From an optimization exercise on the open Yosys and OpenROAD flow, aimed at small area, a short achievable clock period and few clock cycles per item; shortcuts taken in it are not production practice. In this exercise RTL edits were held to simulation tests only and were not proved equivalent to the original. Power and IR drop assume default switching activity.

==> flow/design.v, too long to show whole: its modules and the start of the top module <==
// module dsp_fa: 10 lines
// module dsp_ha: 9 lines
// module dsp_benc: 16 lines
// module dsp_benca: 17 lines
// module dsp_xg: 10 lines
// module dsp_pg: 11 lines
// module dsp_g: 8 lines
// module dsp_slice_top: 2363 lines
module dsp_slice_top (
    input  logic                 w_CLK,
    input  logic                 RSTALLCARRYIN,
    input  logic                 wb_cyc,
    input  logic                 wb_stb,
    input  logic [103:0]         wb_op,
    output logic                 wb_ack,
    output logic                 res_valid,
    output logic [52:0]          res,
    input  logic                 res_ready
);
  // ...
==> flow/flow/run.sh <==
#!/bin/bash
# The standard layout (standard.sh: the ORFS flow and synthesis), with
# the port buffers made of plain buffers instead of ORFS's default pick.
set -euo pipefail
export BUFFER_PORTS_ARGS="-buffer_cell sky130_fd_sc_hd__buf_1"
bash standard.sh > standard.log 2>&1
==> flow/standard.sh <==
#!/bin/bash
# synth_recipe.tcl (not shown) runs the flow's synth.tcl, then flattens the netlist and writes it again
# the make line also repeats each setting of config.mk as NAME=value (left out here)
make -C /OpenROAD-flow-scripts/flow DESIGN_CONFIG=/design/flow/config.mk WORK_HOME=/design/flow/orfs CLKGATE_MAP_FILE= SYNTH_SCRIPT=/design/flow/synth_recipe.tcl "${@:-finish}"
==> flow/config.mk <==
export PLATFORM = sky130hd
export DESIGN_NAME = dsp_slice_top
export DESIGN_NICKNAME = dsp_slice_top
export VERILOG_FILES = /design/flow/design.v
export SDC_FILE = /design/flow/constraint.sdc
export NUM_CORES = 4
export LEC_CHECK = 0
export CAP_MARGIN = 20
export CORE_MARGIN = 2
export CORE_UTILIZATION = 50
export SETUP_SLACK_MARGIN = 2.5
export SLEW_MARGIN = 20
export SYNTH_HIERARCHICAL = 1
export SYNTH_MINIMUM_KEEP_SIZE = 0
==> flow/constraint.sdc <==
create_clock -name core_clock -period 7.5 [get_ports {w_CLK}]
set_input_delay 1.5000 -clock core_clock [delete_from_list [all_inputs] [get_ports {w_CLK}]]
set_output_delay 1.5000 -clock core_clock [all_outputs]
set_load 0.01 [all_outputs]
==> run_results.csv, run 1 <==
group,metric,value,unit
global_route,grt_use_met2,0.4669,
layout,clk_share,0.02742,
clock_network,cts_tree,"done",
place,gp_congestion,1.006,
timing,clock_skew,0.01108,ns
setup_path,r2r_end,"co_q$_DFFE_PP_",
clock_network,cts_sinks,212,
timing,fin_setup_tns,0,ns
place,placed_cell_area,0.02538,mm²
setup_path,reg2reg_from,"q_sub$_DFFE_PP_",
yosys,synthCells,2076,
drt,ant_nets,0,
hold_path,hold_start,"q_pz$_DFFE_PP_",
timing,tightestPinTransition,1.152,ns
timing,period_share,0.6574,
global_route,use_met1,0.4471,
clock_network,cts_hold_buf,0,
power,seq_power_share,0.221,
clock_network,cts-resized-gates,43,
global_route,grt_pass1_wl,114.3,mm
run_status,outcome,"complete, no violations",
hold_path,hold-path-cell-count,1,
layout,signal_buffers,230,
floorplanning,die_x,224.6,µm
layout,design.seq.count,212,
setup_path,slowest_stage,"a21boi_2",
power,p_sw,6.000,mW
clock_network,clockBufferDepth,3,
power,swShare,0.4603,
setup_path,startpoint,"wb_op[73]",
drt,drcViolationCount,0,
setup_path,regToRegSetupSlack,2.70,ns
layout,final_cell_area,0.02660,mm²
layout,multi_input_area,0.01729,mm²
global_route,grtUsageMet3,0.04376,
timing,hold_slack,0.5510,ns
layout,reg_top3,"q0: 50 flops, q1: 50 flops",
layout,largest_cell_class,"multi-input gates",
setup_path,worst-path-max-fanout,14,
Testbench counts, summed over its fixed seeds: cycles 18,888, items 16,000.
==> run 2, diff against run 1 <==
==> flow/flow/run.sh (replaced) <==
#!/bin/bash
# The standard layout (standard.sh: the ORFS flow and synthesis), with
# the port buffers made of plain buffers instead of ORFS's default pick.
set -euo pipefail
export BUFFER_PORTS_ARGS="-buffer_cell sky130_fd_sc_hd__buf_4"
bash standard.sh > standard.log 2>&1
==> run 2 against run 1 <==
Against the previous run:
- global-route usage is 0.83 points higher
- synthesized area stayed put
- count of clock-buffer cells in the layout is 2 higher
- fmax is 0.43% higher
- register-to-register slack worse by 0.02 ns
==> run_results.csv, run 2 <==
group,metric,value,unit
timing,timing.final.ws_setup,2.591,ns
clock_network,clockBufferDepth,3,
clock_network,cts-root-buf,"clkbuf_16",
drt,vias_per_cell,6.449,
setup_path,cp.depth,9,
floorplanning,die_x,224.6,µm
clock_network,cts_sinks,212,
layout,fin_cells,2753,
timing,hold_slack,0.5672,ns
clock_network,cts_tree,"done",
global_route,antenna_found_initial,0,
setup_path,critPathTopFamily,"adder cells",
setup_path,crit_chain,"buf_4 > nor2b_4 > and2_1 > a22oi_1 > xnor2_1 > fa_1 > fa_1 > fa_1 > fa_1",
setup_path,arrival,5.18,ns
setup_path,worst-path-max-fanout,17,
setup_path,worstSetupStartpointType,"input port",
drt,num_vias,17750,
setup_path,crit_buf_inv,1,
place,dp_hpwl,55.41,mm
setup_path,cp-end-kind,"flop",
timing,fmax,0.2037,GHz
setup_path,slowest_stage,"and2_1",
drt,firstDrtPassIters,9,
setup_path,rr_worst_depth,16,
clock_network,htreeDepth,1,
layout,nets,2635,
hold_path,hold_class,"flop to flop",
floorplanning,die_h,224.6,µm
floorplanning,placeableCoreArea,0.04795,mm²
setup_path,required,7.78,ns
power,p_leak,11.66,nW
layout,reg_top3,"q0: 50 flops, q1: 50 flops",
floorplanning,start_util,0.5077,
layout,syn2layout_area_growth,10.94,%
setup_path,r2r_end,"co_q$_DFFE_PP_",
clock_network,path_clk_slew,0.06,ns
layout,diodes,0,
setup_path,slowest_delay,0.68,ns
clock_network,clock_latency,0.53,ns
timing,slew_violations,0,
global_route,grt_pass1_vias,18030,
drt,wire_per_inst,28.38,µm
timing,tightestPinTransition,1.128,ns
layout,mostFrequentLayoutCells,"326 x fa_1, 294 x xnor2_1, 226 x a22oi_1",
setup_path,crit_top_cell,"fa_1",
power,total_power,13.37,mW
setup_path,reg2reg_from,"q_sub$_DFFE_PP_",
run_status,outcome,"complete, no violations",
clock_network,cts_made_buffers,24,
yosys,synth_area_per_cell,11.72,µm²
place,gp_congestion,0.9238,
drt,ant_nets,0,
power,powerDensity,495.0,mW/mm²
timing,finalHoldViolations,0,
timing,rsz0062_at_grt,"no",
drt,drtIter0Drc,2069,
yosys,ys_warn_count,7,
place,placed_cells,2693,
floorplanning,ios,164,
layout,layout-drive-gt1-share,0.1352,
timing,clock_skew,0.01062,ns
timing,maxSlewHeadroom,0.2477,
hold_path,hold_start,"q_pz$_DFFE_PP_",
setup_path,startpoint,"wb_op[6]",
drt,wl,78.13,mm
place,portBuffers,163,
drt,drcViolationCount,0,
yosys,synthCells,2076,
yosys,synth_area,0.02434,mm²
global_route,overflow,0,
timing,finalSetupViolations,0,
timing,layout_min_cycle_time,4.909,ns
floorplanning,dieArea,0.05046,mm²
flow_run,maxCapViolations,0,
setup_path,regToRegSetupSlack,2.68,ns
setup_path,crit_type,"input port to flop",
timing,period_share,0.6545,
timing,fin_setup_tns,0,ns
global_route,grt_max_degree,97,
global_route,grt_usage,0.3093,
layout,final_common_cell,"fa_1",
place,dp_slack,1.505,ns
global_route,grt_pass1_wl,117.0,mm
layout,fill_cells,3972,
power,ir_drop,0.0002986,V
setup_path,cp-endpoint,"q1[19]$_DFFE_PP_",
floorplanning,row_count,80,
[run 2: layout make-up]
cell class | count | area (µm²) | area share
clock inverters | 17 | 239.0 | 0.008850
inverters | 46 | 172.7 | 0.006394
clock buffers | 26 | 629.4 | 0.02331
well taps | 615 | 769.5 | 0.02850
multi-input cells | 1635 | 17280 | 0.6398
repair buffers | 202 | 1579 | 0.05847
flip-flops and latches | 212 | 6336 | 0.2346
[run 2: layer usage]
metal | routed length (µm) | share of wire | GRT usage | vias up
met5 | 0 | 0 | 0 | -
li1 | - | - | - | 7508
met4 | 2170 | 0.028 | 0.07840 | 0
met3 | 7314 | 0.094 | 0.04141 | 104
met2 | 34900 | 0.45 | 0.4805 | 1063
met1 | 33740 | 0.43 | 0.4594 | 9078
[run 2: worst register-to-register path: cells and delay by family (launching register included)]
family,cells,cell delay (ns)
AO/OA/AOI/OAI,7,1.61
XOR/XNOR,2,0.30
adder cells (fa/ha/maj),4,1.72
buffers and inverters,1,0.25
flip-flops,1,0.42
AND/OR/NAND/NOR,2,0.24
[run 2: how the worst min path moves through the flow]
stage / to / slack, ns / depth (start not counted)
after floorplan: q_pz$_DFFE_PP_ / 0.47 / 0
after global placement: pdp_q$_DFFE_PP_ / 0.55 / 1
after detailed placement: pbdp_q$_DFFE_PP_ / 0.55 / 1
after CTS: pbdp_q$_DFFE_PP_ / 0.56 / 1
after global routing: pbdp_q$_DFFE_PP_ / 0.58 / 1
final: pdp_q$_DFFE_PP_ / 0.57 / 1
[run 2: repair_timing]
item                                    in CTS  in global routing
cloned                                       2                  1
buffers inserted                             6                  8
hold buffers                                 0                  0
endpoints found under the setup margin      47                 42
gates resized for setup                     30                 16
pin swaps                                    0                  0
[run 2: stage by stage]
step / utilization / area (µm²)
after global placement: 0.5384 / 25810
after detailed placement: 0.5385 / 25820
final: 0.5632 / 27000
after floorplan: - / 24460
after CTS: 0.5602 / 26860
after global routing: 0.5632 / 27000
[run 2: power by group]
group          leakage (nW)  total [mW]  internal, mW  switching (mW)
logic                  9.04        9.17          4.18            5.00
registers              2.21        2.89          2.34           0.548
clock network         0.420        1.31         0.810           0.495

## re-timing with driven ports
How much do the figures lean on ideal ports? The routed layouts below were timed once more, with nothing changed but the port constraints. Step 1 sets driving cells, clkbuf_16 on the clock port and buf_2 on the other inputs (assumed; they add their load-dependent delay and slew). Step 2 also shifts input and output timing later by t, the mid clock arrival at the registers, as if the neighbouring blocks saw the same clock. Slacks: ideal ports / drivers / drivers and shift; pairs: ideal ports / drivers.
| run | t, ns | setup WS [ns] | hold slack, ns | clock arrival spread, ns |
|---|---|---|---|---|
| run 1 | 0.572 | 2.570 / 2.601 / 2.029 | 0.551 / 0.551 / 0.551 | 0.012 / 0.012 |
| run 2 | 0.582 | 2.591 / 2.619 / 2.037 | 0.567 / 0.567 / 0.567 | 0.011 / 0.012 |
After both steps every run listed still meets setup and hold. The setup slack of run 2, which loses most, moves by +0.028 ns with the drivers and by -0.554 ns with both steps.
